Source: an optimization exercise on an open RTL-to-GDS flow (aim: small area, a short achievable clock period and few clock cycles per item). Production flows keep margins and buffers that such runs may drop. In this exercise RTL edits were held to simulation tests only and were not proved equivalent to the original.

[flow/constraint.sdc]
create_clock -name core_clock -period 7.0 [get_ports {clk}]
set_input_delay 1.4000 -clock core_clock [delete_from_list [all_inputs] [get_ports {clk}]]
set_output_delay 1.4000 -clock core_clock [all_outputs]
set_load 0.01 [all_outputs]
[flow/run.sh]
#!/bin/bash
# synth_recipe.tcl (not shown) runs the flow's synth.tcl, then flattens the netlist and writes it again
# the make line also repeats each setting of config.mk as NAME=value (left out here)
make -C /OpenROAD-flow-scripts/flow DESIGN_CONFIG=/design/flow/config.mk WORK_HOME=/design/flow/orfs CLKGATE_MAP_FILE= SYNTH_SCRIPT=/design/flow/synth_recipe.tcl finish
[flow/design.v]
package spmm_pkg;
    localparam int N = 4;
    localparam int W = 8;
    localparam int SPARSE_PCT = 30;
    localparam int DENSE_PCT = 70;
    typedef logic signed [W-1:0] elem_t;
    typedef logic signed [2*W-1:0] prod_t;
    typedef logic [$clog2(N*N)-1:0] idx_t;
    typedef logic [7:0] cnt_t;
    typedef enum logic [1:0] {
        PREC_LOW,
        PREC_MID,
        PREC_HIGH
    } prec_t;
    typedef enum logic [1:0] {
        ENG_DSP,
        ENG_BOOTH,
        ENG_SERIAL
    } engine_t;
    typedef enum logic [1:0] {
        DENS_SPARSE,
        DENS_MEDIUM,
        DENS_DENSE
    } density_t;
endpackage
`timescale 1ns/10ps
module operand_store (
    input  logic            clk,
    input  logic            load_en,
    input  logic            load_sel,
    input  spmm_pkg::idx_t  load_addr,
    input  spmm_pkg::elem_t load_data,
    output logic [16*8-1:0] a_flat,
    output logic [16*8-1:0] b_flat,
    output logic [15:0]     a_nz,
    output logic [15:0]     b_nz,
    output logic [15:0]     a_nz_next,    
    output logic [15:0]     b_nz_next
);
    spmm_pkg::elem_t mem_a [16];
    spmm_pkg::elem_t mem_b [16];
    logic            data_nz;
    assign data_nz = (load_data != '0);
    always_ff @(posedge clk) begin
        for (int e = 0; e < 16; e++) begin
            if (load_en && !load_sel && load_addr == e) begin
                mem_a[e] <= load_data;
                a_nz[e] <= data_nz;
            end
            if (load_en && load_sel && load_addr == e) begin
                mem_b[e] <= load_data;
                b_nz[e] <= data_nz;
            end
        end
    end
    always_comb begin
        for (int e = 0; e < 16; e++) begin
            a_nz_next[e] = (load_en && !load_sel && load_addr == e) ? data_nz : a_nz[e];
            b_nz_next[e] = (load_en && load_sel && load_addr == e) ? data_nz : b_nz[e];
            a_flat[8*e +: 8] = mem_a[e];
            b_flat[8*e +: 8] = mem_b[e];
        end
    end
endmodule
`timescale 1ns/10ps
module result_store (
    input  logic            clk,
    input  logic            clear,        
    input  logic            mac_valid,    
    input  logic [1:0]      mac_row,
    input  logic            row_wen,
    input  logic [1:0]      row_sel,
    input  logic [4*16-1:0] row_data,     
    input  spmm_pkg::idx_t  result_addr,
    output spmm_pkg::prod_t result_data
);
    spmm_pkg::prod_t mem_c [12];
    logic [3:0]      built;
    logic [1:0]      last_row;
    logic [1:0]      rd_row;
    logic [1:0]      rd_col;
    always_ff @(posedge clk) begin
        if (clear) begin
            built <= '0;
        end else if (mac_valid) begin
            built[mac_row] <= 1'b1;
        end
        if (mac_valid) last_row <= mac_row;
        for (int r = 0; r < 3; r++) begin
            if (row_wen && row_sel == r) begin
                for (int j = 0; j < 4; j++) mem_c[4*r+j] <= row_data[16*j +: 16];
            end
        end
    end
    assign rd_row = result_addr[3:2];
    assign rd_col = result_addr[1:0];
    always_ff @(posedge clk) begin
        if (!built[rd_row]) result_data <= '0;
        else if (rd_row == last_row) result_data <= row_data[16*rd_col +: 16];
        else result_data <= mem_c[result_addr];
    end
endmodule
`timescale 1ns/10ps
module row_sparsity (
    input  logic [3:0]        nz,
    input  spmm_pkg::prec_t   precision,
    output spmm_pkg::engine_t engine
);
    logic ge3;
    logic le1;
    assign ge3 = (nz[0] & nz[1] & (nz[2] | nz[3])) | (nz[2] & nz[3] & (nz[0] | nz[1]));
    assign le1 = !((nz[0] & (nz[1] | nz[2] | nz[3])) | (nz[1] & (nz[2] | nz[3])) | (nz[2] & nz[3]));
    always_comb begin
        if (ge3 && precision == 2'd2) engine = spmm_pkg::ENG_DSP;
        else if (le1 && precision == 2'd0) engine = spmm_pkg::ENG_SERIAL;
        else engine = spmm_pkg::ENG_BOOTH;
    end
endmodule
`timescale 1ns/10ps
module booth_mult (
    input  logic [3:0]  neg,
    input  logic [3:0]  one,
    input  logic [3:0]  two,
    input  logic [7:0]  b,
    input  logic [15:0] acc0,
    input  logic [15:0] acc1,
    output logic [15:0] sum0,
    output logic [15:0] sum1
);
    logic p1;
    logic p2;
    logic p3;
    logic p4;
    logic p5;
    logic p6;
    logic p7;
    logic p8;
    logic p9;
    logic q10;
    logic p11;
    logic p12;
    logic p13;
    logic p14;
    logic p15;
    logic p16;
    logic p17;
    logic p18;
    logic p19;
    logic q20;
    logic p21;
    logic p22;
    logic p23;
    logic p24;
    logic p25;
    logic p26;
    logic p27;
    logic p28;
    logic p29;
    logic q30;
    logic p31;
    logic p32;
    logic p33;
    logic p34;
    logic p35;
    logic p36;
    logic p37;
    logic p38;
    logic p39;
    logic q40;
    logic s41;
    logic c42;
    logic s43;
    logic c44;
    logic s45;
    logic c46;
    logic s47;
    logic c48;
    logic s49;
    logic c50;
    logic s51;
    logic c52;
    logic s53;
    logic c54;
    logic s55;
    logic c56;
    logic s57;
    logic c58;
    logic s59;
    logic c60;
    logic s61;
    logic c62;
    logic s63;
    logic c64;
    logic s65;
    logic c66;
    logic s67;
    logic c68;
    logic s69;
    logic c70;
    logic s71;
    logic c72;
    logic s73;
    logic c74;
    logic s75;
    logic c76;
    logic s77;
    logic c78;
    logic s79;
    logic c80;
    logic s81;
    logic c82;
    logic s83;
    logic c84;
    logic s85;
    logic c86;
    logic s87;
    logic c88;
    logic s89;
    logic c90;
    logic s91;
    logic c92;
    logic s93;
    logic c94;
    logic s95;
    logic c96;
    logic s97;
    logic c98;
    logic s99;
    logic c100;
    logic s101;
    logic c102;
    logic s103;
    logic c104;
    logic s105;
    logic c106;
    logic s107;
    logic c108;
    logic s109;
    logic c110;
    logic s111;
    logic c112;
    logic s113;
    logic c114;
    logic s115;
    logic c116;
    logic s117;
    logic c118;
    logic s119;
    logic c120;
    logic s121;
    logic c122;
    logic s123;
    logic c124;
    logic s125;
    logic c126;
    logic s127;
    logic c128;
    logic s129;
    logic c130;
    logic s131;
    logic c132;
    logic s133;
    logic c134;
    logic s135;
    logic c136;
    logic s137;
    logic c138;
    logic s139;
    logic c140;
    logic s141;
    logic c142;
    logic s143;
    logic c144;
    logic s145;
    logic c146;
    logic s147;
    logic c148;
    logic s149;
    logic c150;
    logic s151;
    logic c152;
    assign p1 = (one[0] & b[0]) ^ neg[0];
    assign p2 = ((one[0] & b[1]) | (two[0] & b[0])) ^ neg[0];
    assign p3 = ((one[0] & b[2]) | (two[0] & b[1])) ^ neg[0];
    assign p4 = ((one[0] & b[3]) | (two[0] & b[2])) ^ neg[0];
    assign p5 = ((one[0] & b[4]) | (two[0] & b[3])) ^ neg[0];
    assign p6 = ((one[0] & b[5]) | (two[0] & b[4])) ^ neg[0];
    assign p7 = ((one[0] & b[6]) | (two[0] & b[5])) ^ neg[0];
    assign p8 = ((one[0] & b[7]) | (two[0] & b[6])) ^ neg[0];
    assign p9 = ((one[0] & b[7]) | (two[0] & b[7])) ^ neg[0];
    assign q10 = ~p9;
    assign p11 = (one[1] & b[0]) ^ neg[1];
    assign p12 = ((one[1] & b[1]) | (two[1] & b[0])) ^ neg[1];
    assign p13 = ((one[1] & b[2]) | (two[1] & b[1])) ^ neg[1];
    assign p14 = ((one[1] & b[3]) | (two[1] & b[2])) ^ neg[1];
    assign p15 = ((one[1] & b[4]) | (two[1] & b[3])) ^ neg[1];
    assign p16 = ((one[1] & b[5]) | (two[1] & b[4])) ^ neg[1];
    assign p17 = ((one[1] & b[6]) | (two[1] & b[5])) ^ neg[1];
    assign p18 = ((one[1] & b[7]) | (two[1] & b[6])) ^ neg[1];
    assign p19 = ((one[1] & b[7]) | (two[1] & b[7])) ^ neg[1];
    assign q20 = ~p19;
    assign p21 = (one[2] & b[0]) ^ neg[2];
    assign p22 = ((one[2] & b[1]) | (two[2] & b[0])) ^ neg[2];
    assign p23 = ((one[2] & b[2]) | (two[2] & b[1])) ^ neg[2];
    assign p24 = ((one[2] & b[3]) | (two[2] & b[2])) ^ neg[2];
    assign p25 = ((one[2] & b[4]) | (two[2] & b[3])) ^ neg[2];
    assign p26 = ((one[2] & b[5]) | (two[2] & b[4])) ^ neg[2];
    assign p27 = ((one[2] & b[6]) | (two[2] & b[5])) ^ neg[2];
    assign p28 = ((one[2] & b[7]) | (two[2] & b[6])) ^ neg[2];
    assign p29 = ((one[2] & b[7]) | (two[2] & b[7])) ^ neg[2];
    assign q30 = ~p29;
    assign p31 = (one[3] & b[0]) ^ neg[3];
    assign p32 = ((one[3] & b[1]) | (two[3] & b[0])) ^ neg[3];
    assign p33 = ((one[3] & b[2]) | (two[3] & b[1])) ^ neg[3];
    assign p34 = ((one[3] & b[3]) | (two[3] & b[2])) ^ neg[3];
    assign p35 = ((one[3] & b[4]) | (two[3] & b[3])) ^ neg[3];
    assign p36 = ((one[3] & b[5]) | (two[3] & b[4])) ^ neg[3];
    assign p37 = ((one[3] & b[6]) | (two[3] & b[5])) ^ neg[3];
    assign p38 = ((one[3] & b[7]) | (two[3] & b[6])) ^ neg[3];
    assign p39 = ((one[3] & b[7]) | (two[3] & b[7])) ^ neg[3];
    assign q40 = ~p39;
    assign s41 = acc0[6] ^ acc1[6];
    assign c42 = acc0[6] & acc1[6];
    assign s43 = acc0[7] ^ acc1[7];
    assign c44 = acc0[7] & acc1[7];
    assign s45 = ~(acc0[8] ^ acc1[8]);
    assign c46 = acc0[8] | acc1[8];
    assign s47 = ~acc0[9];
    assign c48 = acc0[9];
    assign s49 = acc0[2] ^ acc1[2];
    assign c50 = acc0[2] & acc1[2];
    assign s51 = acc0[3] ^ acc1[3];
    assign c52 = acc0[3] & acc1[3];
    assign s53 = acc0[4] ^ acc1[4] ^ neg[2];
    assign c54 = (acc0[4] & acc1[4]) | (acc0[4] & neg[2]) | (acc1[4] & neg[2]);
    assign s55 = p5 ^ p13;
    assign c56 = p5 & p13;
    assign s57 = acc0[5] ^ acc1[5] ^ p6;
    assign c58 = (acc0[5] & acc1[5]) | (acc0[5] & p6) | (acc1[5] & p6);
    assign s59 = p14 ^ p22;
    assign c60 = p14 & p22;
    assign s61 = neg[3] ^ s41 ^ p7;
    assign c62 = (neg[3] & s41) | (neg[3] & p7) | (s41 & p7);
    assign s63 = p15 ^ p23 ^ p31;
    assign c64 = (p15 & p23) | (p15 & p31) | (p23 & p31);
    assign s65 = c42 ^ s43 ^ p8;
    assign c66 = (c42 & s43) | (c42 & p8) | (s43 & p8);
    assign s67 = p16 ^ p24 ^ p32;
    assign c68 = (p16 & p24) | (p16 & p32) | (p24 & p32);
    assign s69 = c44 ^ s45 ^ p17;
    assign c70 = (c44 & s45) | (c44 & p17) | (s45 & p17);
    assign s71 = p25 ^ p33 ^ q10;
    assign c72 = (p25 & p33) | (p25 & q10) | (p33 & q10);
    assign s73 = acc1[9] ^ s47 ^ c46;
    assign c74 = (acc1[9] & s47) | (acc1[9] & c46) | (s47 & c46);
    assign s75 = p18 ^ p26 ^ p34;
    assign c76 = (p18 & p26) | (p18 & p34) | (p26 & p34);
    assign s77 = acc0[10] ^ acc1[10] ^ c48;
    assign c78 = (acc0[10] & acc1[10]) | (acc0[10] & c48) | (acc1[10] & c48);
    assign s79 = p27 ^ p35 ^ q20;
    assign c80 = (p27 & p35) | (p27 & q20) | (p35 & q20);
    assign s81 = ~(acc0[11] ^ acc1[11]);
    assign c82 = acc0[11] | acc1[11];
    assign s83 = p28 ^ p36;
    assign c84 = p28 & p36;
    assign s85 = acc0[12] ^ acc1[12] ^ p37;
    assign c86 = (acc0[12] & acc1[12]) | (acc0[12] & p37) | (acc1[12] & p37);
    assign s87 = ~acc0[13];
    assign c88 = acc0[13];
    assign s89 = acc0[0] ^ acc1[0];
    assign c90 = acc0[0] & acc1[0];
    assign s91 = acc0[1] ^ acc1[1];
    assign c92 = acc0[1] & acc1[1];
    assign s93 = neg[1] ^ s49 ^ p3;
    assign c94 = (neg[1] & s49) | (neg[1] & p3) | (s49 & p3);
    assign s95 = c50 ^ s51 ^ p4;
    assign c96 = (c50 & s51) | (c50 & p4) | (s51 & p4);
    assign s97 = c52 ^ p21 ^ s53;
    assign c98 = (c52 & p21) | (c52 & s53) | (p21 & s53);
    assign s99 = c54 ^ c56 ^ s59;
    assign c100 = (c54 & c56) | (c54 & s59) | (c56 & s59);
    assign s101 = c60 ^ c58 ^ s61;
    assign c102 = (c60 & c58) | (c60 & s61) | (c58 & s61);
    assign s103 = c62 ^ c64 ^ s65;
    assign c104 = (c62 & c64) | (c62 & s65) | (c64 & s65);
    assign s105 = c66 ^ c68 ^ s69;
    assign c106 = (c66 & c68) | (c66 & s69) | (c68 & s69);
    assign s107 = s73 ^ c70 ^ c72;
    assign c108 = (s73 & c70) | (s73 & c72) | (c70 & c72);
    assign s109 = s77 ^ c74 ^ c76;
    assign c110 = (s77 & c74) | (s77 & c76) | (c74 & c76);
    assign s111 = s81 ^ c78 ^ s83;
    assign c112 = (s81 & c78) | (s81 & s83) | (c78 & s83);
    assign s113 = c82 ^ q30 ^ c84;
    assign c114 = (c82 & q30) | (c82 & c84) | (q30 & c84);
    assign s115 = acc1[13] ^ s87 ^ p38;
    assign c116 = (acc1[13] & s87) | (acc1[13] & p38) | (s87 & p38);
    assign s117 = acc0[14] ^ acc1[14] ^ c88;
    assign c118 = (acc0[14] & acc1[14]) | (acc0[14] & c88) | (acc1[14] & c88);
    assign s119 = ~acc0[15];
    assign c120 = acc0[15];
    assign s121 = neg[0] ^ s89;
    assign c122 = neg[0] & s89;
    assign s123 = c90 ^ s91 ^ p2;
    assign c124 = (c90 & s91) | (c90 & p2) | (s91 & p2);
    assign s125 = c92 ^ p11 ^ s93;
    assign c126 = (c92 & p11) | (c92 & s93) | (p11 & s93);
    assign s127 = p12 ^ c94 ^ s95;
    assign c128 = (p12 & c94) | (p12 & s95) | (c94 & s95);
    assign s129 = s55 ^ c96 ^ s97;
    assign c130 = (s55 & c96) | (s55 & s97) | (c96 & s97);
    assign s131 = s57 ^ c98 ^ s99;
    assign c132 = (s57 & c98) | (s57 & s99) | (c98 & s99);
    assign s133 = s63 ^ c100 ^ s101;
    assign c134 = (s63 & c100) | (s63 & s101) | (c100 & s101);
    assign s135 = s67 ^ c102 ^ s103;
    assign c136 = (s67 & c102) | (s67 & s103) | (c102 & s103);
    assign s137 = s71 ^ c104 ^ s105;
    assign c138 = (s71 & c104) | (s71 & s105) | (c104 & s105);
    assign s139 = s75 ^ c106 ^ s107;
    assign c140 = (s75 & c106) | (s75 & s107) | (c106 & s107);
    assign s141 = s79 ^ c108 ^ s109;
    assign c142 = (s79 & c108) | (s79 & s109) | (c108 & s109);
    assign s143 = c80 ^ c110 ^ s111;
    assign c144 = (c80 & c110) | (c80 & s111) | (c110 & s111);
    assign s145 = s85 ^ s113 ^ c112;
    assign c146 = (s85 & s113) | (s85 & c112) | (s113 & c112);
    assign s147 = c86 ^ s115 ^ c114;
    assign c148 = (c86 & s115) | (c86 & c114) | (s115 & c114);
    assign s149 = s117 ^ q40 ^ c116;
    assign c150 = (s117 & q40) | (s117 & c116) | (q40 & c116);
    assign s151 = acc1[15] ^ s119 ^ c118;
    assign c152 = (acc1[15] & s119) | (acc1[15] & c118) | (s119 & c118);
    assign sum0 = {s151, s149, c146, c144, c142, c140, c138, c136, c134, c132, c130, c128, c126, c124, c122, s121};
    assign sum1 = {c150, c148, s147, s145, s143, s141, s139, s137, s135, s133, s131, s129, s127, s125, s123, p1};
endmodule
`timescale 1ns/10ps
module mac_unit (
    input  logic            clk,
    input  logic [3:0]      a_neg,
    input  logic [3:0]      a_one,
    input  logic [3:0]      a_two,
    input  logic [4*8-1:0]  b_row,
    input  logic            cont,
    output logic [4*16-1:0] c_row
);
    logic [4*16-1:0] acc0;
    logic [4*16-1:0] acc1;
    logic [4*16-1:0] sum0;
    logic [4*16-1:0] sum1;
    for (genvar j = 0; j < 4; j++) begin : g_col
        booth_mult u_mult (
            .neg  (a_neg),
            .one  (a_one),
            .two  (a_two),
            .b    (b_row[8*j +: 8]),
            .acc0 (cont ? acc0[16*j +: 16] : 16'd0),
            .acc1 (cont ? acc1[16*j +: 16] : 16'd0),
            .sum0 (sum0[16*j +: 16]),
            .sum1 (sum1[16*j +: 16])
        );
        assign c_row[16*j +: 16] = acc0[16*j +: 16] + acc1[16*j +: 16];
    end
    always_ff @(posedge clk) begin
        acc0 <= sum0;
        acc1 <= sum1;
    end
endmodule
`timescale 1ns/10ps
module spmm_control (
    input  logic              clk,
    input  logic              reset,
    input  logic              start,
    input  spmm_pkg::prec_t   precision,
    input  logic [16*8-1:0]   a_flat,
    input  logic [16*8-1:0]   b_flat,
    input  logic [15:0]       a_nz,
    input  logic [15:0]       b_nz,
    input  logic [15:0]       a_nz_next,
    input  logic [15:0]       b_nz_next,
    output logic              busy_o,
    output logic              done,
    output logic              sel_valid,
    output spmm_pkg::engine_t sel_engine,
    output spmm_pkg::cnt_t    macs_executed,
    output spmm_pkg::cnt_t    macs_skipped,
    output logic              c_clear,
    output logic [3:0]        mac_neg,
    output logic [3:0]        mac_one,
    output logic [3:0]        mac_two,
    output logic [4*8-1:0]    mac_b,
    output logic              mac_cont,
    output logic              mac_valid,
    output logic [1:0]        mac_row,
    output logic              wr_valid,
    output logic [1:0]        wr_row
);
    logic [15:0] pending;       
    logic [15:0] mask_next;
    logic        busy;
    logic [15:0] src;
    logic [15:0] pick;
    logic [15:0] pick_below;    
    logic [1:0]  pick_row;
    logic [3:0]  pick_k_hot;
    logic [7:0]  pick_a;
    logic [31:0] pick_b;
    logic [2:0]  pick_cnt;
    logic [2:0]  b_row_cnt [4];
    logic        issue;
    logic [2:0]  mac_cnt;
    logic [1:0]  sel_row;
    logic [6:0]  exec_cnt;
    logic [6:0]  skip_cnt;
    spmm_pkg::engine_t row_eng [4];
    logic        launch;
    logic        finish;
    for (genvar k = 0; k < 4; k++) begin : g_brow
        assign b_row_cnt[k] = 3'(b_nz[4*k]) + 3'(b_nz[4*k+1]) + 3'(b_nz[4*k+2]) + 3'(b_nz[4*k+3]);
    end
    for (genvar r = 0; r < 4; r++) begin : g_class
        row_sparsity u_class (
            .nz        (a_nz[4*r +: 4]),
            .precision (precision),
            .engine    (row_eng[r])
        );
    end
    always_comb begin
        pick_below[0] = src[0];
        for (int e = 1; e < 16; e++) pick_below[e] = pick_below[e-1] | src[e];
    end
    always_comb begin
        for (int e = 0; e < 16; e++)
            mask_next[e] = a_nz_next[e] & (|b_nz_next[4*(e%4) +: 4]);
    end
    always_comb begin
        src = pending;
        pick = src & ~{pick_below[14:0], 1'b0};
        pick_row = '0;
        pick_a = '0;
        for (int e = 0; e < 16; e++) begin
            pick_row |= pick[e] ? 2'(e / 4) : 2'd0;
            pick_a |= pick[e] ? a_flat[8*e +: 8] : 8'd0;
        end
        pick_b = '0;
        pick_cnt = '0;
        for (int k = 0; k < 4; k++) begin
            pick_k_hot[k] = pick[k] | pick[k+4] | pick[k+8] | pick[k+12];
            pick_b |= pick_k_hot[k] ? b_flat[32*k +: 32] : 32'd0;
            pick_cnt |= pick_k_hot[k] ? b_row_cnt[k] : 3'd0;
        end
    end
    assign launch = start && !busy;
    assign c_clear = launch;
    assign finish = busy && pending == '0 && (!sel_valid || sel_row[1]);
    assign issue = (launch || busy) && src != '0;
    always_ff @(posedge clk or posedge reset) begin
        if (reset) begin
            busy <= 1'b0;
            busy_o <= 1'b0;
            done <= 1'b0;
            sel_valid <= 1'b0;
            sel_row <= '0;
            exec_cnt <= '0;
            skip_cnt <= '0;
            mac_valid <= 1'b0;
            wr_valid <= 1'b0;
        end else begin
            done <= 1'b0;
            mac_valid <= issue;
            wr_valid <= mac_valid;
            if (launch) begin
                busy <= 1'b1;
                busy_o <= 1'b1;
                sel_valid <= 1'b1;
                sel_row <= '0;
                exec_cnt <= '0;
                skip_cnt <= 7'd64;
            end else begin
                if (sel_valid) begin
                    sel_row <= sel_row + 1'b1;
                    if (sel_row == 2'd3) sel_valid <= 1'b0;
                end
                if (finish) begin
                    busy <= 1'b0;
                    busy_o <= 1'b0;
                    done <= 1'b1;
                end
                if (mac_valid) begin
                    exec_cnt <= exec_cnt + 7'(mac_cnt);
                    skip_cnt <= skip_cnt - 7'(mac_cnt);
                end
            end
        end
    end
    always_ff @(posedge clk) begin
        if (launch || (busy && !finish)) pending <= src & ~pick;
        else pending <= mask_next;
        mac_row <= pick_row;
        mac_cnt <= pick_cnt;
        mac_cont <= !issue || (busy && mac_valid && mac_row == pick_row);
        mac_b <= pick_b;
        for (int d = 0; d < 4; d++) begin
            logic b2, b1, b0;
            b2 = pick_a[2*d+1];
            b1 = pick_a[2*d];
            b0 = (d == 0) ? 1'b0 : pick_a[2*d-1];
            mac_neg[d] <= issue && (b2 & ~(b1 & b0));
            mac_one[d] <= issue && (b1 ^ b0);
            mac_two[d] <= issue && ((b2 & ~b1 & ~b0) | (~b2 & b1 & b0));
        end
        wr_row <= mac_row;
        if (launch) sel_engine <= row_eng[0];
        else if (sel_valid) sel_engine <= row_eng[sel_row + 2'd1];
    end
    assign macs_executed = {1'b0, exec_cnt};
    assign macs_skipped = {1'b0, skip_cnt};
endmodule
`timescale 1ns/10ps
module spmm_top (
    input  logic              clk,
    input  logic              reset,
    input  logic              load_en,
    input  logic              load_sel,
    input  spmm_pkg::idx_t    load_addr,
    input  spmm_pkg::elem_t   load_data,
    input  spmm_pkg::prec_t   precision,
    input  logic              start,
    output logic              busy,
    output logic              done,
    output logic              sel_valid,
    output spmm_pkg::engine_t sel_engine,
    output spmm_pkg::cnt_t    macs_executed,
    output spmm_pkg::cnt_t    macs_skipped,
    input  spmm_pkg::idx_t    result_addr,
    output spmm_pkg::prod_t   result_data
);
    logic [16*8-1:0] a_flat;
    logic [16*8-1:0] b_flat;
    logic [15:0]     a_nz;
    logic [15:0]     b_nz;
    logic [15:0]     a_nz_next;
    logic [15:0]     b_nz_next;
    logic            c_clear;
    logic [3:0]      mac_neg;
    logic [3:0]      mac_one;
    logic [3:0]      mac_two;
    logic [4*8-1:0]  mac_b;
    logic            mac_cont;
    logic            mac_valid;
    logic [1:0]      mac_row;
    logic            wr_valid;
    logic [1:0]      wr_row;
    logic [4*16-1:0] c_row;
    operand_store u_operands (
        .clk       (clk),
        .load_en   (load_en),
        .load_sel  (load_sel),
        .load_addr (load_addr),
        .load_data (load_data),
        .a_flat    (a_flat),
        .b_flat    (b_flat),
        .a_nz      (a_nz),
        .b_nz      (b_nz),
        .a_nz_next (a_nz_next),
        .b_nz_next (b_nz_next)
    );
    spmm_control u_control (
        .clk           (clk),
        .reset         (reset),
        .start         (start),
        .precision     (precision),
        .a_flat        (a_flat),
        .b_flat        (b_flat),
        .a_nz          (a_nz),
        .b_nz          (b_nz),
        .a_nz_next     (a_nz_next),
        .b_nz_next     (b_nz_next),
        .busy_o        (busy),
        .done          (done),
        .sel_valid     (sel_valid),
        .sel_engine    (sel_engine),
        .macs_executed (macs_executed),
        .macs_skipped  (macs_skipped),
        .c_clear       (c_clear),
        .mac_neg       (mac_neg),
        .mac_one       (mac_one),
        .mac_two       (mac_two),
        .mac_b         (mac_b),
        .mac_cont      (mac_cont),
        .mac_valid     (mac_valid),
        .mac_row       (mac_row),
        .wr_valid      (wr_valid),
        .wr_row        (wr_row)
    );
    mac_unit u_mac (
        .clk   (clk),
        .a_neg (mac_neg),
        .a_one (mac_one),
        .a_two (mac_two),
        .b_row (mac_b),
        .cont  (mac_cont),
        .c_row (c_row)
    );
    result_store u_results (
        .clk         (clk),
        .clear       (c_clear),
        .mac_valid   (mac_valid),
        .mac_row     (mac_row),
        .row_wen     (wr_valid),
        .row_sel     (wr_row),
        .row_data    (c_row),
        .result_addr (result_addr),
        .result_data (result_data)
    );
endmodule
[flow/config.mk]
export PLATFORM = sky130hd
export DESIGN_NAME = spmm_top
export DESIGN_NICKNAME = spmm_top
export VERILOG_FILES = /design/flow/design.v
export SDC_FILE = /design/flow/constraint.sdc
export NUM_CORES = 4
export LEC_CHECK = 0
export ABC_AREA = 1
export CAP_MARGIN = 20
export CORE_MARGIN = 2
export CORE_UTILIZATION = 40
export CTS_CLUSTER_DIAMETER = 80
export CTS_CLUSTER_SIZE = 30
export GPL_ROUTABILITY_DRIVEN = 0
export SETUP_SLACK_MARGIN = 4.5
export SLEW_MARGIN = 20
export TNS_END_PERCENT = 10
==> results of run 1 <==
cell usage after synthesis, drive strengths merged (3+ instances only):
| library cell | n |
|---|---|
| edfxtp | 452 |
| a21oi | 105 |
| a221oi | 13 |
| clkbuf | 46 |
| o21bai | 4 |
| o211ai | 4 |
| nor3 | 25 |
| dfxtp | 248 |
| nand2 | 797 |
| a41oi | 3 |
| buf | 56 |
| dfrtp | 21 |
| xor2 | 168 |
| nand4 | 125 |
| o21ai | 67 |
| a22o | 9 |
| o21a | 20 |
| ha | 129 |
| nand3 | 160 |
| o2111ai | 4 |
| or2 | 7 |
| a211oi | 4 |
| o22ai | 117 |
| inv | 490 |
| clkinv | 4 |
| o31ai | 9 |
| a21boi | 3 |
| nor2 | 243 |
| a21o | 4 |
| nand3b | 9 |
| fa | 170 |
| and2 | 18 |
| xnor2 | 17 |
| a31oi | 9 |
what timing repair did:
item,4_1_cts,5_1_grt
setup endpoints to repair,367,284
pin swaps,27,17
setup buffers,75,35
cloned,15,1
resized for setup,320,90
area by class of cell:
cell class              instances  area, µm²
fillers                      8327      48000
multi-input cells            2258      15600
well taps                    1176       1470
flip-flops and latches        721      19100
inverters                     494       1950
repair inverters                2       12.5
clock buffers                  42        987
repair buffers                225       2440
clock inverters                28        427
diodes                          3       7.51
per-layer routing:
metal	up-vias	routed length (µm)	part of all wire (%)
li1	12200	-	-
met1	12300	42700	42
met2	935	48900	48
met3	186	6180	6.1
met4	0	3990	3.9
met5	-	0	0
per-stage QoR:
step           instances  util, %  hold WS [ps]
6_report            4949     46.7           412
5_1_grt             4947     46.7           422
4_1_cts             4910     46.2           415
3_5_place_dp        4750     42.5           408
3_3_place_gp        4750     42.5           411
2_1_floorplan       3573        -           373
cell families after synthesis:
| logic type | count (synthesis) |
|---|---|
| and+or+nand+nor | 1389 |
| DFF | 721 |
| buffers and inverters | 596 |
| AOI/OAI and AO/OA | 381 |
| adders and majority gates | 299 |
| xor gates and xnor gates | 185 |
| other | 1 |
registers in the layout (all words and copies together), names as in the netlist, 3 cells and up:
name and flops:
u_results.built 4, u_operands.b_nz 16, u_results.mem_c 192, u_operands.a_nz 16, u_control.mac_cnt 3, u_operands.mem_a 128, u_control.mac_b 32, u_operands.mem_b 128
u_control.mac_neg 4, u_control.pending 16, u_control.mac_two 4, u_results.result_data 16, u_control.exec_cnt 7, u_mac.acc1 64, u_control.skip_cnt 7, u_control.mac_one 4
u_mac.acc0 64
worst min-delay path by stage:
stage / from / to / slack [ps] / depth (start not counted)
4_1_cts: u_control.mac_row[1]$_DFF_P_ / u_control.wr_row[1]$_DFF_P_ / 410 / 0
6_report: u_control.mac_row[1]$_DFF_P_ / u_control.wr_row[1]$_DFF_P_ / 410 / 0
5_1_grt: u_control.mac_row[1]$_DFF_P_ / u_control.wr_row[1]$_DFF_P_ / 420 / 0
3_5_place_dp: u_control.mac_row[1]$_DFF_P_ / u_control.wr_row[1]$_DFF_P_ / 410 / 0
2_1_floorplan: u_control.mac_row[1]$_DFF_P_ / u_control.wr_row[1]$_DFF_P_ / 370 / 0
3_3_place_gp: u_control.mac_row[1]$_DFF_P_ / u_control.wr_row[1]$_DFF_P_ / 410 / 0
==> impl_metrics.csv, run 1 <==
group,metric,value,unit
worst_setup_path,required,5600,ps
finish,mostFrequentLayoutCell,"nand2_1",
die,initial_core_util,40.3,%
routing,wl_per_cell,20.6,µm
worst_setup_path,crit_type,"reg -> out",
synth,synth-warning-count,11,
sta,setup_tns,0,ps
worst_setup_path,startpoint_type,"register",
sta,final.min_clock_period,2690,ps
global_routing,grt_usage,21.8,%
die,pin_count,60,
finish,final_cell_mix,"758 x nand2_1, 452 x edfxtp_1, 443 x inv_1",
worst_setup_path,reg2reg_from,"u_control.mac_cont$_DFF_P_",
run,cap_viol_max_count,0,
die,die_x,305,µm
global_routing,grt_max_degree,65,
routing,via_per_inst,5.19,
clocking,cts_buffers,38,
finish,final_nets,4062,
die,dieArea,0.0932,mm²
synth,synth_compound_area_share,6.42,%
worst_setup_path,crit_chain,"clkdlybuf4s15_1",
sta,fmax,0.371,GHz
synth,yosys.area_share.simple,16.4,%
clocking,clock_latency,640,ps
worst_setup_path,crit_end,"macs_skipped[0]",
synth,ys_seq_elements,721,
synth,synth_top_family_by_area,"simple AND/OR/NAND/NOR gates",
synth,ys_seq_area_share,52.5,%
sta,skew,50.5,ps
synth,synth_mux_area_share,0,%
clocking,cts.sinks,721,
run_status,outcome,"complete, no violations",
sta,finalSetupViolCount,0,
worst_setup_path,crit_buf_inv,1,
clocking,cts-hold-fix-buffers,0,
worst_setup_path,critical-path-top-delay-family,"flip-flops",
synth,synthFlopType,"edfxtp_1",
worst_setup_path,crit_path_end_kind,"output port",
worst_setup_path,cp.arrival,1290,ps
die,floorplan.rows,110,
worst_setup_path,crit_cells,1,
routing,vias,25700,
synth,yosys.area.top_type,"edfxtp_1",
worst_setup_path,worst_r2r_path_depth,10,
synth,synthAdderAreaFrac,13.8,%
synth,yosys-top-cells-area,"edfxtp_1 37%, dfxtp_1 14%, fa_1 9.4%",
sta,worst_pin_slew,1010,ps
finish,area_delta_synth_final,15.8,%
synth,synth_top_area_share,37.4,%
global_routing,grt_pass1_wl,156,mm
routing,drc,0,
global_routing,antenna_found_initial,3,
global_routing,grt_util_met2,36.9,%
global_routing,grt.met3_usage,2.32,%
placed_design,dpl_cell_area,0.0383,mm²
clocking,cts_root_buffer,"clkbuf_16",
worst_setup_path,cpMaxStageDelayCell,"dfrtp_1",
global_routing,grt_overflow,0,
synth,syn_area_per_cell,10.2,µm²
placed_design,dp_slack,2800,ps
clocking,h-tree-depth,2,
sta,worst_slack,4310,ps
worst_setup_path,startpoint,"u_control.skip_cnt[0]$_DFFE_PP0P_",
die,die_h,305,µm
sta,finalHoldViolCount,0,
clocking,clk_pin_slew,110,ps
routing,drtIter0Drc,2479,
global_routing,grt_use_met1,28.8,%
finish,postLayoutCellArea,0.0420,mm²
worst_setup_path,r2r_end,"u_mac.acc1[41]$_DFF_P_",
sta,slew_headroom,32.4,%
clocking,clk_path_buf_depth,3,
worst_hold_path,hold_path_class,"reg -> reg",
global_routing,grt_pass1_vias,25400,
synth,synth_edf_count,452,
clocking,tritoncts,"done",
synth,syn_area,0.0363,mm²
die,coreArea,0.0900,mm²
sta,finalCritPeriodShare,38.5,%
sta,rsz0062_at_grt,"yes",
worst_setup_path,path_max_fanout,3,
placed_design,port_buffers,57,
synth,synth_cells,3572,
synth,synth_cell_type_count,59,
finish,drive_above_1_share,12.2,%
synth,synth_xor_area_share,4.46,%
routing,totalWireLength,102,mm
placed_design,dpl.hpwl,68.4,mm
worst_setup_path,rrSetupSlack,4310,ps
worst_setup_path,critPathMaxStageDelay,410,ps
routing,first_pass_iters,5,
sta,slew_viol_final,0,
synth,async_flop_share,2.91,%
global_routing,grt-busiest-layer,"met2",
routing,antenna_left,0,
Testbench counts, summed over its fixed seeds: cycles 7,957, jobs 192.
==> run 2: changes to the inputs <==
--- a/flow/config.mk
+++ b/flow/config.mk
@@ -13,4 +13,3 @@
 export CTS_CLUSTER_SIZE = 30
-export GPL_ROUTABILITY_DRIVEN = 0
-export SETUP_SLACK_MARGIN = 4.5
+export SETUP_SLACK_MARGIN = 4.4
 export SLEW_MARGIN = 20
==> impl_metrics.csv, run 2 <==
group,metric,value,unit
global_routing,grt_overflow,0,
sta,final.min_clock_period,2700,ps
clocking,h-tree-depth,2,
worst_setup_path,cp.arrival,1300,ps
routing,via_per_inst,5.20,
finish,largest_reg_flops,192,
finish,top_register,"u_results.mem_c",
global_routing,grt_usage,21.6,%
worst_setup_path,required,5600,ps
synth,async_flop_share,2.91,%
worst_setup_path,crit_path_end_kind,"output port",
clocking,clock_latency,640,ps
placed_design,dp_slack,2800,ps
routing,antenna_left,0,
synth,synth_mux_area_share,0,%
placed_design,dpl.hpwl,68.4,mm
synth,synth_cells,3572,
finish,fin_cells,4932,
sta,finalCritPeriodShare,38.5,%
finish,drive_above_1_share,10.3,%
synth,ys_seq_area_share,52.5,%
finish,utilization,46.3,%
synth,synth-warning-count,11,
synth,synth_top_family_by_area,"simple AND/OR/NAND/NOR gates",
finish,reg_top3,"u_results.mem_c: 192 flops, u_operands.mem_a: 128 flops, u_operands.mem_b: 128 flops",
global_routing,antenna_found_initial,2,
routing,totalWireLength,101,mm
die,initial_core_util,40.3,%
run_status,outcome,"complete, no violations",
synth,synth_common_cells,"795 x nand2_1, 476 x inv_1, 452 x edfxtp_1",
synth,ys_seq_elements,721,
worst_setup_path,cpMaxStageDelayCell,"dfrtp_1",
synth,synth_edf_count,452,
finish,final_cell_mix,"773 x nand2_1, 455 x inv_1, 452 x edfxtp_1",
clocking,clk_path_buf_depth,3,
sta,rsz0062_at_grt,"yes",
worst_setup_path,r2r_end,"u_mac.acc1[39]$_DFF_P_",
sta,finalHoldViolCount,0,
clocking,cts_buffers,38,
run,cap_viol_max_count,0,
synth,synthFlopType,"edfxtp_1",
synth,syn_area,0.0363,mm²
worst_setup_path,worst_r2r_path_depth,9,
synth,yosys.area_share.simple,16.4,%
finish,fillers,8376,
synth,synth_most_common_cell,"nand2_1",
routing,wl_per_cell,20.6,µm
die,pin_count,60,
global_routing,grt_pass1_wl,154,mm
sta,finalSetupViolCount,0,
clocking,cts.sinks,721,
die,coreArea,0.0900,mm²
synth,syn_area_per_cell,10.2,µm²
finish,seq_area,0.0191,mm²
worst_setup_path,critical-path-top-delay-family,"flip-flops",
worst_hold_path,hold_path_class,"reg -> reg",
synth,yosys-top-cells-area,"edfxtp_1 37%, dfxtp_1 14%, fa_1 9.4%",
routing,drc,0,
global_routing,grt_pass1_vias,25300,
global_routing,grt_max_degree,65,
routing,first_pass_iters,6,
finish,area_delta_synth_final,14.8,%
worst_setup_path,crit_type,"reg -> out",
synth,yosys.area.top_type,"edfxtp_1",
worst_setup_path,rrSetupSlack,4310,ps
sta,holdWs,413,ps
sta,slew_headroom,31.3,%
routing,vias,25600,
synth,synth_cell_type_count,59,
finish,final_nets,4046,
worst_hold_path,hp-start,"u_control.mac_row[1]$_DFF_P_",
worst_setup_path,crit_buf_inv,1,
synth,synthAdderAreaFrac,13.8,%
worst_setup_path,startpoint_type,"register",
sta,slew_viol_final,0,
synth,synth_xor_area_share,4.46,%
clocking,tritoncts,"done",
placed_design,port_buffers,57,
sta,setup_tns,0,ps
sta,skew,52.0,ps
clocking,clk_pin_slew,110,ps
die,die_x,305,µm
die,dieArea,0.0932,mm²
worst_setup_path,path_max_fanout,2,
finish,multi_input_area,0.0154,mm²
routing,drtIter0Drc,2476,
die,floorplan.rows,110,
worst_hold_path,min_to,"u_control.wr_row[1]$_DFF_P_",
die,die_h,305,µm
placed_design,gp_congestion,0.942,
sta,fmax,0.371,GHz
finish,mostFrequentLayoutCell,"nand2_1",
synth,synth_compound_area_share,6.42,%
sta,worst_pin_slew,1020,ps
synth,synth_top_area_share,37.4,%
worst_setup_path,crit_chain,"dlygate4sd2_1",
sta,worst_slack,4300,ps
placed_design,dp.cells,4750,
worst_hold_path,whs_path_depth,0,
worst_setup_path,reg2reg_from,"u_control.mac_cont$_DFF_P_",
worst_setup_path,critPathMaxStageDelay,390,ps
clocking,cts_root_buffer,"clkbuf_16",
-- run 2: cell counts after synthesis --
No cell type changed its count.
-- run 2: layout make-up --
type	instances	area share, %
diodes	2	0.0120
clock buffers	42	2.37
clock inverters	28	1.02
inverters	494	4.65
multi-input cells	2258	37.0
flip-flops and latches	721	45.9
well taps	1176	3.53
repair buffers	209	5.49
repair inverters	2	0.0300
-- run 2: repair_timing --
item | in CTS | in global routing
hold endpoints to repair | 0 | 0
setup buffers | 64 | 31
cloned | 11 | 4
pin swaps | 12 | 15
endpoints found under the setup margin | 352 | 200
gates resized for setup | 240 | 72
hold buffers | 0 | 0
-- run 2: worst max path at each step --
stage	startpoint	endpoint	cells after the start
2_1_floorplan	u_control.wr_valid$_DFF_PP0_	u_results.mem_c[0][0]$_DFFE_PP_	2
3_3_place_gp	result_addr[2]	u_results.result_data[10]$_SDFF_PN0_	7
3_5_place_dp	result_addr[0]	u_results.result_data[6]$_SDFF_PN0_	11
4_1_cts	u_control.skip_cnt[3]$_DFFE_PP0P_	macs_skipped[3]	1
5_1_grt	u_control.mac_cont$_DFF_P_	u_mac.acc1[23]$_DFF_P_	9
6_report	u_control.skip_cnt[5]$_DFFE_PP0P_	macs_skipped[5]	1
-- run 2: cell families (layout without fill, tap and decap cells) --
logic type | after synthesis | after routing
AO/OA/AOI/OAI | 381 | 381
XOR/XNOR | 185 | 185
adder cells (fa/ha/maj) | 299 | 299
buffers and inverters | 596 | 775
flip-flops | 721 | 721
other | 1 | 4
AND/OR/NAND/NOR | 1389 | 1391
-- run 2: metrics by stage --
step | instance area, µm²
4_1_cts | 41200
6_report | 41700
2_1_floorplan | 36300
3_5_place_dp | 38300
5_1_grt | 41600
3_3_place_gp | 38300
-- run 2: metal layers --
| metal | up-vias | GRT usage, % | routed length [µm] |
|---|---|---|---|
| met2 | 914 | 36.5 | 48700 |
| met5 | - | 0 | 0 |
| li1 | 12200 | - | - |
| met1 | 12400 | 28.5 | 43100 |
| met3 | 167 | 2.27 | 5850 |
| met4 | 0 | 8.45 | 3920 |
==> run 3: changes to the inputs <==
--- a/flow/config.mk
+++ b/flow/config.mk
@@ -11,6 +11,6 @@
 export CORE_UTILIZATION = 40
-export CTS_CLUSTER_DIAMETER = 80
+export CTS_CLUSTER_DIAMETER = 60
 export CTS_CLUSTER_SIZE = 30
-export SETUP_SLACK_MARGIN = 4.4
+export SETUP_SLACK_MARGIN = 4.8
 export SLEW_MARGIN = 20
-export TNS_END_PERCENT = 10
+export TNS_END_PERCENT = 5
==> impl_metrics.csv, run 3 <==
group,metric,value,unit
global_routing,grt_usage,22.7,%
routing,drc,0,
synth,syn_area,0.0363,mm²
die,floorplan.rows,110,
die,pin_count,60,
sta,worst_pin_slew,1010,ps
worst_setup_path,crit_path_end_kind,"register",
synth,synth-warning-count,11,
sta,finalHoldViolCount,0,
sta,rsz0062_at_grt,"yes",
placed_design,gp_congestion,0.914,
synth,synth_cell_type_count,59,
routing,antenna_left,0,
global_routing,grt_overflow,0,
sta,final.min_clock_period,2720,ps
worst_hold_path,min_to,"u_control.wr_row[1]$_DFF_P_",
clocking,clk_path_buf_depth,3,
finish,top_register,"u_results.mem_c",
worst_setup_path,path_max_fanout,6,
synth,synth_top_area_share,37.4,%
finish,largest_reg_flops,192,
synth,synthFlopType,"edfxtp_1",
clocking,clk_pin_slew,80,ps
placed_design,dpl_cell_area,0.0385,mm²
sta,slew_viol_final,0,
worst_setup_path,r2r_end,"u_mac.acc1[22]$_DFF_P_",
sta,setup_tns,0,ps
finish,final_nets,4107,
worst_setup_path,crit_type,"reg -> reg",
worst_setup_path,worst_r2r_path_depth,8,
routing,vias,26200,
finish,multi_input_area,0.0160,mm²
die,dieArea,0.0932,mm²
worst_setup_path,crit_path_frequent_cell,"fa_1",
worst_hold_path,whs_path_depth,0,
finish,fillers,8182,
placed_design,dpl.hpwl,68.8,mm
global_routing,grt_pass1_vias,25900,
routing,wl_per_cell,21.2,µm
global_routing,grt_max_degree,65,
clocking,tritoncts,"done",
sta,slew_headroom,32.7,%
worst_setup_path,reg2reg_from,"u_control.mac_cont$_DFF_P_",
synth,synth_cells,3572,
synth,async_flop_share,2.91,%
finish,seq_area,0.0191,mm²
finish,fin_cells,5013,
finish,drive_above_1_share,16.2,%
sta,finalSetupViolCount,0,
finish,reg_top3,"u_results.mem_c: 192 flops, u_operands.mem_a: 128 flops, u_operands.mem_b: 128 flops",
clocking,clock_latency,680,ps
routing,first_pass_iters,6,
sta,skew,39.6,ps
synth,synth_edf_count,452,
worst_setup_path,cp.arrival,3250,ps
synth,syn_area_per_cell,10.2,µm²
worst_hold_path,hold_path_class,"reg -> reg",
worst_setup_path,crit_chain,"buf_12 -> buf_12 -> nand2_4 -> inv_2 -> ha_4 -> fa_1 -> fa_1 -> fa_1",
worst_setup_path,rrSetupSlack,4280,ps
finish,area_delta_synth_final,20.0,%
synth,ys_seq_elements,721,
global_routing,grt_pass1_wl,161,mm
sta,finalCritPeriodShare,38.9,%
synth,ys_seq_area_share,52.5,%
clocking,cts.sinks,721,
routing,drtIter0Drc,2380,
worst_setup_path,cpMaxStageDelayCell,"fa_1",
die,die_h,305,µm
die,initial_core_util,40.3,%
clocking,cts-hold-fix-buffers,0,
finish,diodes,0,
die,die_x,305,µm
finish,postLayoutCellArea,0.0435,mm²
clocking,h-tree-depth,2,
die,coreArea,0.0900,mm²
worst_setup_path,required,7530,ps
clocking,cts_buffers,60,
sta,fmax,0.367,GHz
worst_setup_path,startpoint_type,"register",
sta,holdWs,438,ps
run,cap_viol_max_count,0,
worst_hold_path,hp-start,"u_control.mac_row[1]$_DFF_P_",
global_routing,antenna_found_initial,0,
clocking,cts_root_buffer,"clkbuf_16",
finish,mostFrequentLayoutCell,"nand2_1",
placed_design,dp.cells,4729,
finish,final_cell_mix,"750 x nand2_1, 452 x edfxtp_1, 444 x inv_1",
placed_design,port_buffers,57,
synth,yosys-top-cells-area,"edfxtp_1 37%, dfxtp_1 14%, fa_1 9.4%",
synth,yosys.area.top_type,"edfxtp_1",
routing,via_per_inst,5.23,
run_status,outcome,"complete, no violations",
synth,synth_common_cells,"795 x nand2_1, 476 x inv_1, 452 x edfxtp_1",
synth,synth_most_common_cell,"nand2_1",
routing,totalWireLength,106,mm
worst_setup_path,critPathMaxStageDelay,570,ps
-- run 3: area by class of cell --
type                            instances  share of cell area (%)
Sequential cell                       721                    43.9
Tap cell                             1176                    3.38
Timing Repair Buffer                  248                    6.15
Clock inverter                         48                    1.56
Multi-Input combinational cell       2259                    36.8
Inverter                              494                    4.53
Clock buffer                           66                    3.64
Timing Repair inverter                  1                  0.0115
-- run 3: worst max path at each step --
stage | from | endpoint | slack, ps | cells after the start
after floorplan | load_data[5] | u_control.pending[8]$_DFF_P_ | 4410 | 9
after global placement | result_addr[0] | u_results.result_data[14]$_SDFF_PN0_ | 2970 | 12
after detailed placement | result_addr[0] | u_results.result_data[6]$_SDFF_PN0_ | 2850 | 10
after CTS | u_results.result_data[4]$_SDFF_PN0_ | result_data[4] | 4320 | 1
after global routing | u_control.mac_cont$_DFF_P_ | u_mac.acc1[22]$_DFF_P_ | 4240 | 8
final | u_control.mac_cont$_DFF_P_ | u_mac.acc1[22]$_DFF_P_ | 4280 | 8
-- run 3: cells by family after synthesis --
logic type,count (synthesis),synth area share (%)
fa+ha+maj,299,13.8
flops,721,52.5
simple gates,1389,16.4
other cells,1,0.0103
compound gates,381,6.42
buf+inv,596,6.33
xor+xnor,185,4.46
-- run 3: routing by layer --
metal | wire [µm] | global-route usage, % | vias up
met1 | 43100 | 29.0 | 12600
met2 | 50700 | 38.3 | 982
met4 | 5750 | 11.0 | 0
li1 | - | - | 12300
met5 | 0 | 0 | -
met3 | 6650 | 3.04 | 258
-- run 3: per-stage QoR --
stage                     setup WS (ps)  util, %
final                              4280     48.4
after global routing               4240     48.4
after CTS                          4320     47.9
after detailed placement           2850     42.7
after global placement             2970     42.7
after floorplan                    4410        -
-- run 3: timing repair --
item                       CTS  global route
cloned                      19             1
setup endpoints to repair  590           287
buffers inserted           126            24
pin swaps                   55            35
resized for setup          455            75
-- run 3: critical path, delay by kind of cell (launching register included) --
kind | cells | cell delay, ps
adder cells (fa/ha/maj) | 4 | 1680
buffers and inverters | 3 | 370
AND/OR/NAND/NOR | 1 | 50
flip-flops | 1 | 480
==> run 4: changes to the inputs <==
--- a/flow/design.v
+++ b/flow/design.v
@@ -47,3 +47,2 @@
                 mem_a[e] <= load_data;
-                a_nz[e] <= data_nz;
             end
@@ -51,3 +50,2 @@
                 mem_b[e] <= load_data;
-                b_nz[e] <= data_nz;
             end
@@ -57,2 +55,4 @@
         for (int e = 0; e < 16; e++) begin
+            a_nz[e] = (mem_a[e] != '0);
+            b_nz[e] = (mem_b[e] != '0);
             a_nz_next[e] = (load_en && !load_sel && load_addr == e) ? data_nz : a_nz[e];
--- a/flow/config.mk
+++ b/flow/config.mk
@@ -13,4 +13,4 @@
 export CTS_CLUSTER_SIZE = 30
-export SETUP_SLACK_MARGIN = 4.8
+export SETUP_SLACK_MARGIN = 4.5
 export SLEW_MARGIN = 20
-export TNS_END_PERCENT = 5
+export TNS_END_PERCENT = 10
==> impl_metrics.csv, run 4 <==
group,metric,value,unit
synth,async_flop_share,3.05,%
synth,synth_most_common_cell,"nand2_1",
die,die_h,306,µm
worst_setup_path,crit_path_frequent_cell,"fa_1",
worst_setup_path,critical-path-top-delay-family,"adder cells",
worst_setup_path,cp.arrival,3160,ps
clocking,cts-hold-fix-buffers,0,
worst_setup_path,path_max_fanout,5,
sta,slew_headroom,36.7,%
worst_setup_path,crit_buf_inv,5,
synth,synth_top_area_share,37.2,%
die,coreArea,0.0903,mm²
sta,final.min_clock_period,2660,ps
die,dieArea,0.0937,mm²
finish,reg_top3,"u_results.mem_c: 192 flops, u_operands.mem_a: 128 flops, u_operands.mem_b: 128 flops",
placed_design,dpl_cell_area,0.0383,mm²
global_routing,grt_max_degree,65,
routing,wl_per_cell,20.9,µm
sta,worst_pin_slew,949,ps
synth,synth-warning-count,11,
die,die_x,306,µm
worst_setup_path,required,7490,ps
finish,top_register,"u_results.mem_c",
global_routing,antenna_found_initial,2,
worst_hold_path,hold_path_class,"reg -> reg",
global_routing,grt_pass1_vias,26600,
worst_setup_path,crit_chain,"buf_12 -> clkbuf_16 -> nand2_4 -> ha_4 -> inv_2 -> fa_1 -> inv_2 -> fa_1 -> inv_1 -> fa_1",
sta,slew_viol_final,0,
clocking,clock_latency,650,ps
sta,skew,42.9,ps
worst_setup_path,crit_cells,10,
routing,via_per_inst,5.32,
placed_design,dpl.hpwl,69.1,mm
worst_setup_path,startpoint_type,"register",
run_status,outcome,"complete, no violations",
sta,finalSetupViolCount,0,
synth,synth_common_cells,"687 x nand2_1, 452 x edfxtp_1, 449 x inv_1",
clocking,cts.sinks,689,
global_routing,grt_usage,22.3,%
worst_setup_path,rrSetupSlack,4340,ps
synth,ys_seq_elements,689,
worst_setup_path,r2r_end,"u_mac.acc1[57]$_DFF_P_",
worst_setup_path,worst_r2r_path_depth,10,
synth,synth_edf_count,452,
synth,yosys-top-cells-area,"edfxtp_1 37%, dfxtp_1 12%, fa_1 9.3%",
finish,mostFrequentLayoutCell,"nand2_1",
sta,rsz0062_at_grt,"yes",
worst_hold_path,hp-start,"u_results.built[3]$_SDFFE_PP0P_",
routing,first_pass_iters,8,
finish,drive_above_1_share,14.9,%
worst_setup_path,startpoint,"u_control.mac_cont$_DFF_P_",
routing,vias,26900,
finish,area_delta_synth_final,18.7,%
synth,synth_cells,3661,
sta,finalHoldViolCount,0,
worst_setup_path,crit_path_end_kind,"register",
die,pin_count,60,
clocking,h-tree-depth,3,
sta,finalCritPeriodShare,38.0,%
clocking,cts_root_buffer,"clkbuf_16",
worst_setup_path,crit_type,"reg -> reg",
synth,syn_area,0.0365,mm²
placed_design,port_buffers,57,
routing,totalWireLength,106,mm
clocking,clk_path_buf_depth,3,
synth,syn_area_per_cell,9.97,µm²
worst_hold_path,whs_path_depth,2,
worst_setup_path,reg2reg_from,"u_control.mac_cont$_DFF_P_",
synth,ys_seq_area_share,50.5,%
routing,antenna_left,0,
die,initial_core_util,40.4,%
die,floorplan.rows,110,
clocking,clk_pin_slew,70,ps
run,cap_viol_max_count,0,
finish,fin_cells,5050,
placed_design,gp_congestion,0.886,
finish,diodes,0,
worst_hold_path,min_to,"u_results.built[3]$_SDFFE_PP0P_",
finish,final_nets,4140,
global_routing,grt_overflow,0,
finish,postLayoutCellArea,0.0433,mm²
routing,drtIter0Drc,2526,
global_routing,grt_pass1_wl,160,mm
clocking,tritoncts,"done",
clocking,cts_buffers,68,
synth,synth_cell_type_count,61,
routing,drc,0,
worst_setup_path,cpMaxStageDelayCell,"fa_1",
placed_design,dp.cells,4801,
synth,synthFlopType,"edfxtp_1",
worst_setup_path,critPathMaxStageDelay,570,ps
finish,final_cell_mix,"660 x nand2_1, 452 x edfxtp_1, 429 x inv_1",
sta,setup_tns,0,ps
sta,fmax,0.376,GHz
synth,yosys.area.top_type,"edfxtp_1",
finish,largest_reg_flops,192,
[run 4: cell count changes in the layout (fill, tap and decap cells not counted), sizes merged, moves of 25 or more]
cell and change:
a21oi -25, dfxtp -32, inv -32, nand3 +159
buf -61, nor2 +59, nor4 +30, nand2 -106
[run 4: metrics by stage]
stage / util, % / setup slack [ps] / hold WS (ps)
floorplan: - / 3670 / 385
global placement: 42.4 / 2730 / 458
detailed placement: 42.4 / 2620 / 463
CTS: 47.1 / 4360 / 471
global route: 48.0 / 4290 / 511
finish: 48.0 / 4340 / 478
[run 4: cells by family after synthesis]
| family | after synthesis | synth area share, % |
|---|---|---|
| simple gates | 1529 | 18.7 |
| flops | 689 | 50.5 |
| buf+inv | 590 | 6.25 |
| compound gates | 362 | 6.19 |
| fa+ha+maj | 299 | 13.7 |
| xor+xnor | 191 | 4.58 |
| other cells | 1 | 0.0103 |
[run 4: how the worst max path moves through the flow]
stage,to
global route,u_mac.acc1[57]$_DFF_P_
floorplan,u_results.mem_c[0][0]$_DFFE_PP_
global placement,u_results.result_data[1]$_SDFF_PN0_
finish,u_mac.acc1[57]$_DFF_P_
detailed placement,u_results.result_data[1]$_SDFF_PN0_
CTS,u_mac.acc1[8]$_DFF_P_
[run 4: routing by layer]
layer / vias up / global-route usage, % / part of all wire (%)
li1: 12700 / - / -
met3: 240 / 3.12 / 5.3
met2: 872 / 37.9 / 49
met1: 13100 / 28.7 / 42
met5: - / 0 / 0.026
met4: 4 / 9.21 / 4.5
[run 4: final cells by class]
type / instances / area [µm²]
Sequential cell: 689 / 18500
Multi-Input combinational cell: 2391 / 16900
Timing Repair Buffer: 199 / 2250
Fill cell: 8261 / 47000
Inverter: 469 / 1830
Clock buffer: 72 / 1740
Clock inverter: 54 / 677
Tap cell: 1176 / 1470
[run 4: worst min-delay path, stage by stage, from the launching register on]
cell,delay [ps]
dfxtp_1,300
inv_1,70
a21oi_1,60
[run 4: timing repair]
action | in CTS | in global routing
buffers inserted | 59 | 42
pin swaps | 39 | 49
gates cloned | 17 | 5
resized for setup | 401 | 135
setup endpoints to repair | 484 | 354
Testbench counts of run 4, summed over its fixed seeds: cycles 7,957, jobs 192.
==> run 5: changes to the inputs <==
--- a/flow/config.mk
+++ b/flow/config.mk
@@ -11,3 +11,3 @@
 export CORE_UTILIZATION = 40
-export CTS_CLUSTER_DIAMETER = 60
+export CTS_CLUSTER_DIAMETER = 80
 export CTS_CLUSTER_SIZE = 30
==> impl_metrics.csv, run 5 <==
group,metric,value,unit
worst_setup_path,cpMaxStageDelayCell,"fa_1",
global_routing,grt_pass1_vias,26200,
sta,final.min_clock_period,2630,ps
worst_setup_path,crit_path_end_kind,"register",
worst_setup_path,critical-path-top-delay-family,"adder cells",
synth,yosys.area.top_type,"edfxtp_1",
die,initial_core_util,40.4,%
worst_setup_path,worst_r2r_path_depth,10,
synth,synth_most_common_cell,"nand2_1",
routing,first_pass_iters,7,
routing,top_layer,"met5",
synth,synth-warning-count,11,
placed_design,gp_congestion,0.886,
finish,reg_top3,"u_results.mem_c: 192 flops, u_operands.mem_a: 128 flops, u_operands.mem_b: 128 flops",
synth,ys_seq_elements,689,
synth,ys_seq_area_share,50.5,%
finish,final_nets,4122,
global_routing,antenna_found_initial,2,
global_routing,grt_max_degree,65,
sta,setup_tns,0,ps
placed_design,dp.cells,4801,
routing,wl_per_cell,20.5,µm
clocking,clock_latency,620,ps
clocking,clk_path_buf_depth,3,
routing,drc,0,
finish,utilization,47.0,%
sta,rsz0062_at_grt,"yes",
clocking,clk_pin_slew,110,ps
finish,top_register,"u_results.mem_c",
routing,antenna_left,0,
die,die_x,306,µm
sta,slew_headroom,35.5,%
worst_hold_path,hold_path_class,"reg -> reg",
finish,mostFrequentLayoutCell,"nand2_1",
worst_setup_path,required,7490,ps
finish,multi_input_area,0.0168,mm²
worst_setup_path,crit_chain,"buf_6 -> buf_4 -> clkbuf_16 -> nand2_1 -> inv_1 -> fa_1 -> inv_1 -> fa_1 -> inv_1 -> fa_1",
sta,holdWs,481,ps
die,coreArea,0.0903,mm²
synth,synth_common_cells,"687 x nand2_1, 452 x edfxtp_1, 449 x inv_1",
die,dieArea,0.0937,mm²
worst_setup_path,path_max_fanout,11,
synth,synth_top_area_share,37.2,%
finish,largest_reg_flops,192,
sta,finalCritPeriodShare,37.6,%
routing,met3_length,5.49,mm
routing,drtIter0Drc,2348,
worst_setup_path,reg2reg_from,"u_control.mac_cont$_DFF_P_",
finish,drive_above_1_share,13.9,%
global_routing,grt_pass1_wl,157,mm
worst_hold_path,hp-start,"u_results.built[3]$_SDFFE_PP0P_",
worst_setup_path,startpoint_type,"register",
synth,syn_area_per_cell,9.97,µm²
routing,wl_met2,50.0,mm
routing,vias,26600,
clocking,h-tree-depth,2,
synth,async_flop_share,3.05,%
synth,synth_cell_type_count,61,
placed_design,dpl.hpwl,69.1,mm
die,floorplan.rows,110,
clocking,cts-hold-fix-buffers,0,
worst_setup_path,cp.arrival,3120,ps
sta,fmax,0.380,GHz
sta,finalHoldViolCount,0,
worst_setup_path,crit_cells,10,
die,pin_count,60,
finish,seq_area,0.0185,mm²
placed_design,port_buffers,57,
routing,totalWireLength,103,mm
synth,syn_area,0.0365,mm²
clocking,cts.sinks,689,
clocking,cts_root_buffer,"clkbuf_16",
synth,synth_cells,3661,
routing,via_per_inst,5.32,
finish,final_cell_mix,"659 x nand2_1, 452 x edfxtp_1, 425 x inv_1",
sta,worst_pin_slew,967,ps
global_routing,grt_overflow,0,
sta,slew_viol_final,0,
global_routing,grt_usage,21.7,%
routing,met1_length,43.3,mm
clocking,tritoncts,"done",
run,cap_viol_max_count,0,
finish,area_delta_synth_final,16.1,%
worst_setup_path,crit_type,"reg -> reg",
worst_setup_path,startpoint,"u_control.mac_cont$_DFF_P_",
run_status,outcome,"complete, no violations",
worst_setup_path,crit_buf_inv,6,
sta,finalSetupViolCount,0,
die,die_h,306,µm
sta,skew,28.6,ps
worst_hold_path,whs_path_depth,2,
synth,synthFlopType,"edfxtp_1",
synth,yosys-top-cells-area,"edfxtp_1 37%, dfxtp_1 12%, fa_1 9.3%",
worst_setup_path,critPathMaxStageDelay,520,ps
finish,fin_cells,5009,
clocking,cts_buffers,39,
synth,synth_edf_count,452,
finish,fillers,8334,
-- run 5: changes by cell type in the layout (fill, tap and decap cells not counted), sizes merged --
cell and delta:
buf +7, bufinv -2, clkbuf -28, clkdlybuf4s15 +3
clkinv -14, clkinvlp -6, diode +2, dlygate4sd2 +2
dlymetal6s2s -1, inv -3, nand2 +1, nor2 -2
-- run 5: worst reg2reg max path, delay by kind of cell, from the launching register on --
family | cells | cell delay [ps]
AND/OR/NAND/NOR | 1 | 60
adder cells (fa/ha/maj) | 3 | 1450
buffers and inverters | 6 | 630
flip-flops | 1 | 390
-- run 5: layout make-up --
type                       instances  share of cell area (%)
timing repair inverter             1                  0.0118
tap                             1176                    3.47
antenna                            2                  0.0118
multi-input combinational       2390                    39.6
inverter                         469                    4.35
sequential                       689                    43.6
clock inverter                    28                   0.944
timing repair buffer             210                    5.66
clock buffer                      44                    2.37
-- run 5: final timing paths --
kind / slack, ps / endpoint
worst max-delay path: 4370 / u_mac.acc1[10]$_DFF_P_
min in group asynchronous: 1250 / u_control.exec_cnt[5]$_DFFE_PP0P_
max in group asynchronous: 5180 / u_control.skip_cnt[1]$_DFFE_PP0P_
worst min register to register: 480 / u_results.built[3]$_SDFFE_PP0P_
worst min-delay path: 480 / u_results.built[3]$_SDFFE_PP0P_
worst max register to register: 4370 / u_mac.acc1[10]$_DFF_P_
-- run 5: per-stage QoR --
| stage | area [µm²] | setup slack [ps] |
|---|---|---|
| global placement | 38300 | 2730 |
| global route | 42400 | 4290 |
| CTS | 41600 | 4350 |
| floorplan | 36500 | 3670 |
| detailed placement | 38300 | 2620 |
| finish | 42400 | 4370 |
-- run 5: metal layers --
layer  vias to the layer above  global-route usage (%)
met1                     12900                    28.4
met2                       893                    37.2
met3                       197                    2.49
met5                         -                       0
met4                         2                    8.14
li1                      12600                       -
-- run 5: what timing repair did --
item,CTS,global route
cloned,16,4
pin swaps,44,35
resized for setup,388,135
endpoints found under the setup margin,487,380
buffers inserted,65,49
-- run 5: kinds of logic after synthesis --
logic type / count (synthesis) / share of synthesized area, %
compound gates: 362 / 6.19
flops: 689 / 50.5
buf+inv: 590 / 6.25
fa+ha+maj: 299 / 13.7
xor+xnor: 191 / 4.58
simple gates: 1529 / 18.7
other cells: 1 / 0.0103

[static timing again, ports no longer ideal]
The flow's constraints put no driver on any port. The routed layouts listed below were extracted and timed again, unchanged, in two steps.
Step 1 assumes that a clkbuf_16 drives the clock port and a buf_2 every other input.
Step 2 times the ports against the registers' clock, not the clock port: input delays grow and output delays shrink by t, the midpoint of the rising clock arrivals with the driver on.
Slacks: ideal ports / drivers / drivers and shift; pairs: ideal ports / drivers.
run	t, ns	setup WS [ns]	slew at the worst register clock pin (ns)	worst data-port slew with drivers (ns)
run 1	0.683	4.307 / 4.240 / 3.675	0.12 / 0.12	0.12
run 2	0.680	4.305 / 4.238 / 3.581	0.12 / 0.12	0.13
run 3	0.726	4.277 / 4.263 / 3.908	0.09 / 0.09	0.11
run 4	0.684	4.337 / 4.324 / 3.864	0.09 / 0.09	0.04
run 5	0.671	4.370 / 4.308 / 3.882	0.11 / 0.11	0.04
After both steps setup and hold are still met in every run listed. For run 2, which loses most, drivers alone change the setup slack by -0.067 ns; drivers and shift together by -0.724 ns.
